Source: an optimization exercise on an open RTL-to-GDS flow (aim: small area and few clock cycles). Production flows keep margins and buffers that such runs may drop. Function was checked by simulation only, so behaviour that the tests miss may differ from the original. No activity file was given, so power comes from the tool's default toggle rates.

Setup of before:
==> flow/design.v <==
`default_nettype none
module grapheme_cluster_segmenter #(
    parameter int unsigned KL = 2,    
    parameter int unsigned KC = 2     
) (
    input  wire logic        clk,
    input  wire logic        rst_n,
    input  wire logic        cfg_write_en,
    input  wire logic        cfg_write_data,
    input  wire logic        in_valid,
    output logic             in_stall,
    input  wire logic [5:0]  lb_class,
    input  wire logic [1:0]  width_class,
    input  wire logic [3:0]  gb_class,
    input  wire logic        is_thai,
    input  wire logic        end_of_text,
    output logic             out_valid,
    input  wire logic        out_stall,
    output logic [15:0]      cluster_start,
    output logic [15:0]      cluster_length,
    output logic [16:0]      cluster_columns,
    output logic [5:0]       cluster_break_class,
    output logic             text_done,
    output logic             last_of_run
);
    localparam logic [2:0] ST_NONE = 3'd0;
    localparam logic [2:0] ST_CR   = 3'd1;
    localparam logic [2:0] ST_RUN  = 3'd2;
    localparam logic [2:0] ST_GEN  = 3'd3;
    localparam logic [2:0] ST_L    = 3'd4;
    localparam logic [2:0] ST_V    = 3'd5;
    localparam logic [2:0] ST_T    = 3'd6;
    localparam logic [2:0] ST_PRE  = 3'd7;
    logic        thai_reg;
    logic [2:0]  s_st;
    logic        s_pend;
    logic [KL-1:0] s_len;
    logic [KC-1:0] s_tot;
    logic [15:KL]  u_len;
    logic [16:KC]  u_tot;
    logic [1:0]  s_base;     
    logic [5:0]  s_cls;
    logic        o_valid;
    logic [15:0] o_start;
    logic [KL-1:0] o_len;
    logic [KC-1:0] o_cols;
    logic [5:0]  o_cls;
    logic        o_done;
    logic        o_last;
    function automatic logic [2:0] gen_state(input logic [3:0] gb);
        if (gb == 4'd7)
            gen_state = ST_L;
        else if (gb == 4'd8 || gb == 4'd10)
            gen_state = ST_V;
        else if (gb == 4'd9 || gb == 4'd11)
            gen_state = ST_T;
        else if (gb == 4'd6)
            gen_state = ST_PRE;
        else
            gen_state = ST_GEN;
    endfunction
    logic [1:0] cols;
    logic       g_cr, g_lf, g_ctrl, g_ext, g_l, g_v, g_t, g_lv, g_lvt;
    logic       l_bknl, l_run;
    logic [5:0] c_cls;
    assign cols   = {width_class == 2'd2, width_class[0]};
    assign g_cr   = gb_class == 4'd1;
    assign g_lf   = gb_class == 4'd2;
    assign g_ctrl = gb_class == 4'd3;
    assign g_ext  = gb_class == 4'd4 || gb_class == 4'd5;
    assign g_l    = gb_class == 4'd7;
    assign g_v    = gb_class == 4'd8;
    assign g_t    = gb_class == 4'd9;
    assign g_lv   = gb_class == 4'd10;
    assign g_lvt  = gb_class == 4'd11;
    assign l_bknl = lb_class == 6'd0 || lb_class == 6'd1;
    assign l_run  = lb_class == 6'd2 || lb_class == 6'd3 || lb_class == 6'd4;
    assign c_cls  = (lb_class == 6'd5 && !(thai_reg && is_thai)) ? (g_ext ? 6'd6 : 6'd7) : lb_class;
    logic is_open, cap_ok, in_gen, hj, j_cr, j_run, j_gen, j_pre, joined;
    assign is_open = s_st != ST_NONE;
    assign cap_ok  = o_valid || ~&{u_len, s_len};
    assign in_gen  = s_st[2] || s_st == ST_GEN;
    assign hj      = (s_st == ST_L && (g_l || g_v || g_lv || g_lvt))
                  || (s_st == ST_V && (g_v || g_t))
                  || (s_st == ST_T && g_t);
    assign j_cr    = s_st == ST_CR && g_lf;
    assign j_run   = s_st == ST_RUN && lb_class[5:3] == 3'd0 && lb_class[2:0] == s_cls[2:0];
    assign j_gen   = in_gen && !(g_ctrl || g_cr || g_lf) && (hj || g_ext || s_st == ST_PRE);
    assign j_pre   = !hj && !g_ext;
    assign joined  = cap_ok && (j_cr || j_run || j_gen);
    logic o_free, take, accept, fresh, n_close, from_s, grow;
    assign o_free   = !o_valid || !out_stall;
    assign take     = o_valid && !out_stall;
    assign in_stall = joined ? (o_valid && grow) : ((is_open || s_pend) && !o_free);
    assign accept   = in_valid && !in_stall;
    assign fresh    = accept && !joined;
    assign n_close  = l_bknl || g_lf || end_of_text || (g_ctrl && !l_run);
    assign from_s   = o_free && (s_pend || (fresh && is_open));
    logic [1:0]  add;
    logic [15:0] start_sum, len_inc;
    logic [16:0] start_c, len_c;
    logic [16:0] tot_sum;
    logic [17:0] tot_c;
    always_comb
    begin
        start_c[0] = 1'b0;
        len_c[0]   = 1'b1;
        for (int i = 0; i < 16; i++)
        begin
            start_sum[i] = o_start[i] ^ cluster_length[i] ^ start_c[i];
            start_c[i+1] = (o_start[i] & cluster_length[i]) | (start_c[i] & (o_start[i] ^ cluster_length[i]));
            len_inc[i]   = ((i < KL) ? s_len[i % KL] : u_len[i]) ^ len_c[i];
            len_c[i+1]   = ((i < KL) ? s_len[i % KL] : u_len[i]) & len_c[i];
        end
        tot_sum[0] = s_tot[0] ^ add[0];
        tot_c[1]   = s_tot[0] & add[0];
        tot_sum[1] = s_tot[1] ^ add[1] ^ tot_c[1];
        tot_c[2]   = (s_tot[1] & add[1]) | (tot_c[1] & (s_tot[1] ^ add[1]));
        for (int i = 2; i < 17; i++)
        begin
            tot_sum[i] = ((i < KC) ? s_tot[i % KC] : u_tot[i]) ^ tot_c[i];
            tot_c[i+1] = ((i < KC) ? s_tot[i % KC] : u_tot[i]) & tot_c[i];
        end
    end
    assign grow = len_c[KL] || tot_c[KC];
    logic [15:0] x_len;
    logic [16:0] x_tot;
    logic [1:0]  x_base;
    logic [5:0]  x_cls;
    logic [2:0]  x_st;
    logic        x_close;
    always_comb
    begin
        if (j_cr)
            add = 2'd0;
        else if (hj)
            add = 2'd2 - s_base;
        else
            add = cols;
        x_len = fresh ? 16'd1 : len_inc;
        x_tot = fresh ? {15'd0, cols} : tot_sum;
        x_cls = (fresh || (j_gen && j_pre)) ? c_cls : s_cls;
        if (fresh || (j_gen && j_pre))
            x_base = cols;
        else if (hj)
            x_base = 2'd2;
        else
            x_base = s_base;
        if (fresh)
        begin
            if (g_cr)
                x_st = ST_CR;
            else if (l_run)
                x_st = ST_RUN;
            else
                x_st = gen_state(gb_class);
        end
        else if (j_gen && (hj || !g_ext))
            x_st = gen_state(gb_class);
        else
            x_st = s_st;
        x_close = fresh ? n_close : (j_cr || end_of_text);
    end
    always_ff @(posedge clk or negedge rst_n)
    begin
        if (!rst_n)
            thai_reg <= 1'b0;
        else if (cfg_write_en)
            thai_reg <= cfg_write_data;
    end
    always_ff @(posedge clk or negedge rst_n)
    begin
        if (!rst_n)
        begin
            s_st   <= ST_NONE;
            s_pend <= 1'b0;
        end
        else if (accept)
        begin
            s_st   <= x_close ? ST_NONE : x_st;
            s_pend <= x_close;
        end
        else if (from_s)
            s_pend <= 1'b0;
    end
    always_ff @(posedge clk)
    begin
        if (take || (!o_valid && accept && !from_s))
        begin
            u_len <= take ? '0 : x_len[15:KL];
            u_tot <= take ? '0 : x_tot[16:KC];
        end
    end
    always_ff @(posedge clk)
    begin
        if (accept)
        begin
            s_len  <= x_len[KL-1:0];
            s_tot  <= x_tot[KC-1:0];
            s_base <= x_close ? {1'b0, end_of_text} : x_base;
            s_cls  <= x_cls;
        end
    end
    always_ff @(posedge clk or negedge rst_n)
    begin
        if (!rst_n)
        begin
            o_valid <= 1'b0;
            o_start <= '0;
        end
        else
        begin
            if (o_free)
                o_valid <= from_s;
            if (take)
                o_start <= o_done ? 16'd0 : start_sum;
        end
    end
    always_ff @(posedge clk)
    begin
        if (from_s)
        begin
            o_done  <= s_pend && s_base[0];
            o_len   <= s_len;
            o_cols  <= s_tot;
            o_cls   <= s_cls;
            o_last  <= s_pend || !n_close;
        end
    end
    assign out_valid           = o_valid;
    assign cluster_start       = o_start;
    assign cluster_length      = {u_len, o_len};
    assign cluster_columns     = {u_tot, o_cols};
    assign cluster_break_class = o_cls;
    assign text_done           = o_done;
    assign last_of_run         = o_last;
endmodule
`default_nettype wire
export LEC_CHECK = 0
export CAP_MARGIN = 20
export CORE_MARGIN = 2
export CORE_UTILIZATION = 70
export PLACE_DENSITY = 0.75
export SLEW_MARGIN = 20
export BUFFER_PORTS_ARGS = -buffer_cell sky130_fd_sc_hd__buf_1
export CTS_ARGS = -sink_clustering_enable -repair_clock_nets -dont_use_dummy_load -buf_list {sky130_fd_sc_hd__clkbuf_4 sky130_fd_sc_hd__clkbuf_8} -sink_clustering_size 16 -sink_clustering_max_diameter 60
create_clock -name core_clock -period 12.0 [get_ports {clk}]
standard.sh (not shown) runs the stock make flow with config.mk's settings and CLKGATE_MAP_FILE= SYNTH_SCRIPT=/design/flow/synth_recipe.tcl, a recipe that flattens the netlist after the stock synthesis.
==> flow/flow/run.sh <==
#!/bin/bash
# The standard layout, with the smallest buffer on the ports instead of clkdlybuf4s50_1,
# and a clock tree of small buffers without dummy loads.
set -euo pipefail
cat >> config.mk <<'EOC'
export BUFFER_PORTS_ARGS = -buffer_cell sky130_fd_sc_hd__buf_1
export CTS_ARGS = -sink_clustering_enable -repair_clock_nets -dont_use_dummy_load -buf_list {sky130_fd_sc_hd__clkbuf_4 sky130_fd_sc_hd__clkbuf_8} -sink_clustering_size 16 -sink_clustering_max_diameter 60
EOC
bash standard.sh finish > standard_flow.log 2>&1
Testbench counts of before, summed over its fixed seeds: cycles 52,865.
What after does differently from before at the input level:
diff --git a/flow/design.v b/flow/design.v
--- a/flow/design.v
+++ b/flow/design.v
@@ -1,8 +1,5 @@
 `default_nettype none
-module grapheme_cluster_segmenter #(
-    parameter int unsigned KL = 2,    
-    parameter int unsigned KC = 2     
-) (
+module grapheme_cluster_segmenter (
     input  wire logic        clk,
     input  wire logic        rst_n,
     input  wire logic        cfg_write_en,
@@ -23,6 +20,8 @@
     output logic             text_done,
     output logic             last_of_run
 );
+    localparam int unsigned KL = 2;    
+    localparam int unsigned KC = 2;    
     localparam logic [2:0] ST_NONE = 3'd0;
     localparam logic [2:0] ST_CR   = 3'd1;
     localparam logic [2:0] ST_RUN  = 3'd2;
@@ -201,26 +200,33 @@
             s_cls  <= x_cls;
         end
     end
+    logic o_first;
     always_ff @(posedge clk or negedge rst_n)
     begin
         if (!rst_n)
         begin
             o_valid <= 1'b0;
-            o_start <= '0;
+            o_first <= 1'b1;
+            o_done  <= 1'b1;
         end
         else
         begin
             if (o_free)
                 o_valid <= from_s;
-            if (take)
-                o_start <= o_done ? 16'd0 : start_sum;
-        end
+            o_first <= 1'b0;
+            if (from_s)
+                o_done <= s_pend && s_base[0];
+        end
+    end
+    always_ff @(posedge clk)
+    begin
+        if (take || o_first)
+            o_start <= o_done ? 16'd0 : start_sum;
     end
     always_ff @(posedge clk)
     begin
         if (from_s)
         begin
-            o_done  <= s_pend && s_base[0];
             o_len   <= s_len;
             o_cols  <= s_tot;
             o_cls   <= s_cls;
==> comparison <==
On average routed wire per standard cell, the lower figure sits with after, not before. The overall routing resource usage of after is lower than that of before. [compare] base=before new=after: worst slack after detailed placement dropped 0.20 ns, combinational gate power climbed 6.4%. Compared with before, after shows a higher total power. Note that the filler-free cell count of the finished design recorded for after amounts to 0.915 times the value seen in before. Area taken by flip-flops and latches sits higher in after than in before. In after, the HPWL reported at the end of detailed placement came out 8.6% below the value in before. Delta (after minus before): critical path data required time stayed essentially flat; post-route worst hold slack rose by 0.0083 ns; number of optimization iterations in the first detailed-route pass rose by 1; area of all placed cells without fillers fell by about 3%.
Testbench counts of after, summed over its fixed seeds: cycles 52,865.

Setup of lane 1:
Another version of the RTL of grapheme_cluster_segmenter (not shown whole).
Size: ~300 cells after synthesis, roughly 77 flip-flops, ~79 I/O pins, ~0.0042 mm² of cells after synthesis.
// grapheme_cluster_segmenter
module grapheme_cluster_segmenter (
    input  wire logic        clk,
    input  wire logic        rst_n,
    input  wire logic        cfg_write_en,
    input  wire logic        cfg_write_data,
    input  wire logic        in_valid,
    output logic             in_stall,
    input  wire logic [5:0]  lb_class,
    input  wire logic [1:0]  width_class,
    input  wire logic [3:0]  gb_class,
    input  wire logic        is_thai,
    input  wire logic        end_of_text,
    output logic             out_valid,
    input  wire logic        out_stall,
    output logic [15:0]      cluster_start,
    output logic [15:0]      cluster_length,
    output logic [16:0]      cluster_columns,
    output logic [5:0]       cluster_break_class,
    output logic             text_done,
    output logic             last_of_run
);
==> flow/config.mk <==
export PLATFORM = sky130hd
export DESIGN_NAME = grapheme_cluster_segmenter
export DESIGN_NICKNAME = grapheme_cluster_segmenter
export VERILOG_FILES = /design/flow/design.v
export SDC_FILE = /design/flow/constraint.sdc
export NUM_CORES = 4
export LEC_CHECK = 0
export CAP_MARGIN = 20
export CORE_MARGIN = 2
export CORE_UTILIZATION = 70
export PLACE_DENSITY = 0.75
export SLEW_MARGIN = 20
export BUFFER_PORTS_ARGS = -buffer_cell sky130_fd_sc_hd__buf_1
export CTS_ARGS = -sink_clustering_enable -repair_clock_nets -dont_use_dummy_load -buf_list {sky130_fd_sc_hd__clkbuf_4 sky130_fd_sc_hd__clkbuf_8} -sink_clustering_size 16 -sink_clustering_max_diameter 60
==> flow/constraint.sdc <==
create_clock -name core_clock -period 12.0 [get_ports {clk}]
set_input_delay 2.4000 -clock core_clock [delete_from_list [all_inputs] [get_ports {clk}]]
set_output_delay 2.4000 -clock core_clock [all_outputs]
set_load 0.01 [all_outputs]
Scripts as last shown in full above: flow/flow/run.sh
Testbench counts of lane 1, summed over its fixed seeds: cycles 52,865.
## Diff of input files: lane 2 against lane 1
--- a/flow/design.v
+++ b/flow/design.v
@@ -30,21 +30,21 @@
     localparam logic [2:0] ST_V    = 3'd5;
     localparam logic [2:0] ST_T    = 3'd6;
     localparam logic [2:0] ST_PRE  = 3'd7;
     logic        thai_reg;
     logic [2:0]  s_st;
     logic        s_pend;
     logic [KL-1:0] s_len;
     logic [KC-1:0] s_tot;
     logic [15:KL]  u_len;
     logic [16:KC]  u_tot;
-    logic [1:0]  s_nb;       
+    logic [1:0]  s_base;     
     logic [5:0]  s_cls;
     logic        s_sens;
     logic        o_valid;
     logic [15:0] o_start;
     logic [KL-1:0] o_len;
     logic [KC-1:0] o_cols;
     logic [5:0]  o_cls;
     logic        o_done;
     logic        o_last;
     function automatic logic [2:0] gen_state(input logic [3:0] gb);
@@ -120,43 +120,43 @@
         tot_c[2]   = (s_tot[1] & add[1]) | (tot_c[1] & (s_tot[1] ^ add[1]));
         for (int i = 2; i < 17; i++)
         begin
             tot_sum[i] = ((i < KC) ? s_tot[i % KC] : u_tot[i]) ^ tot_c[i];
             tot_c[i+1] = ((i < KC) ? s_tot[i % KC] : u_tot[i]) & tot_c[i];
         end
     end
     assign grow = len_c[KL] || tot_c[KC];
     logic [15:0] x_len;
     logic [16:0] x_tot;
-    logic [1:0]  x_nb;
+    logic [1:0]  x_base;
     logic [5:0]  x_cls;
     logic        x_sens;
     logic [2:0]  x_st;
     logic        x_close;
     always_comb
     begin
         if (j_cr)
             add = 2'd0;
         else if (hj)
-            add = s_nb;
+            add = 2'd2 - s_base;
         else
             add = cols;
         x_len = fresh ? 16'd1 : len_inc;
         x_tot = fresh ? {15'd0, cols} : tot_sum;
         x_cls  = (fresh || (j_gen && j_pre)) ? c_cls : s_cls;
         x_sens = (fresh || (j_gen && j_pre)) ? c_sens : s_sens;
         if (fresh || (j_gen && j_pre))
-            x_nb = {width_class == 2'd0, width_class[0]};
+            x_base = cols;
         else if (hj)
-            x_nb = 2'd0;
-        else
-            x_nb = s_nb;
+            x_base = 2'd2;
+        else
+            x_base = s_base;
         if (fresh)
         begin
             if (g_cr)
                 x_st = ST_CR;
             else if (l_run)
                 x_st = ST_RUN;
             else
                 x_st = gen_state(gb_class);
         end
         else if (j_gen && (hj || !g_ext))
@@ -194,41 +194,41 @@
             u_len <= take ? '0 : x_len[15:KL];
             u_tot <= take ? '0 : x_tot[16:KC];
         end
     end
     always_ff @(posedge clk)
     begin
         if (accept)
         begin
             s_len  <= x_len[KL-1:0];
             s_tot  <= x_tot[KC-1:0];
-            s_nb   <= x_close ? {1'b0, end_of_text} : x_nb;
+            s_base <= x_close ? {1'b0, end_of_text} : x_base;
             s_cls  <= x_cls;
             s_sens <= x_sens && (thai_reg || !x_close);
         end
     end
     logic o_first;
     always_ff @(posedge clk or negedge rst_n)
     begin
         if (!rst_n)
         begin
             o_valid <= 1'b0;
             o_first <= 1'b1;
             o_done  <= 1'b1;
         end
         else
         begin
             if (o_free)
                 o_valid <= from_s;
             o_first <= 1'b0;
             if (from_s)
-                o_done <= s_pend && s_nb[0];
+                o_done <= s_pend && s_base[0];
         end
     end
     always_ff @(posedge clk)
     begin
         if (take || o_first)
             o_start <= o_done ? 16'd0 : start_sum;
     end
     always_ff @(posedge clk)
     begin
         if (from_s)
Findings:
- Relative to lane 1, number of global-route vias before repair has increased by 88 in lane 2.
- In the tables for lane 1 and lane 2, routed wire length reads lower with lane 2.
- There was hardly any difference in clock skew between lane 1 and lane 2.
- For clock-net power, lane 2 and lane 1 come out practically identical.
- Lane 2 vs lane 1, total leakage power went down by about 2%.
- The run showing the smaller routed length on met3 is lane 2.
- Lane 2 has completed all stages; timing, DRC and antenna checks passed.
- Compared with lane 1, lane 2 shows synthesized instance count that has gone up by a few percent.
- Average routed wire per standard cell, lane 2 vs lane 1: down by a few percent
- Lane 2 gives more final worst-path cycle share than lane 1 did.
- Lane 2 against lane 1: global-route met1 utilization fell by 2.5 points; utilization about even.
Testbench counts of lane 2, summed over its fixed seeds: cycles 52,865.

-- separate check: timing with driven ports --
The results above use ideal ports. As a check the final layouts listed here were re-extracted and re-timed, cells and wires unchanged. Step 1 (the two cells are an assumption about what drives the block):
set clk [get_ports {clk}]
set_driving_cell -lib_cell sky130_fd_sc_hd__clkbuf_16 $clk
set_driving_cell -lib_cell sky130_fd_sc_hd__buf_2 [delete_from_list [all_inputs] $clk]
Step 2 adds t to the input delays and takes it off the output delays; t is the mean of the earliest and latest rising clock arrival at the registers after step 1. Input paths then give back, and output paths get back, about the clock's delay inside the block. Slacks: ideal ports / drivers / drivers and shift; pairs: ideal ports / drivers.
run	shift t [ns]	slack for setup (ns)	latest minus earliest clock arrival (ns)	slew at the worst register clock pin (ns)	worst slew at a driven data input, ns
before	0.360	4.548 / 4.525 / 4.525	0.018 / 0.018	0.08 / 0.08	0.05
after	0.361	4.629 / 4.606 / 4.418	0.027 / 0.026	0.08 / 0.08	0.04
lane 1	0.373	4.657 / 4.634 / 4.399	0.020 / 0.020	0.08 / 0.08	0.04
lane 2	0.364	4.427 / 4.405 / 4.325	0.022 / 0.022	0.08 / 0.08	0.04
After both steps every run listed still meets setup and hold. For lane 1, which loses most, drivers alone change the setup slack by -0.023 ns; drivers and shift together by -0.258 ns.
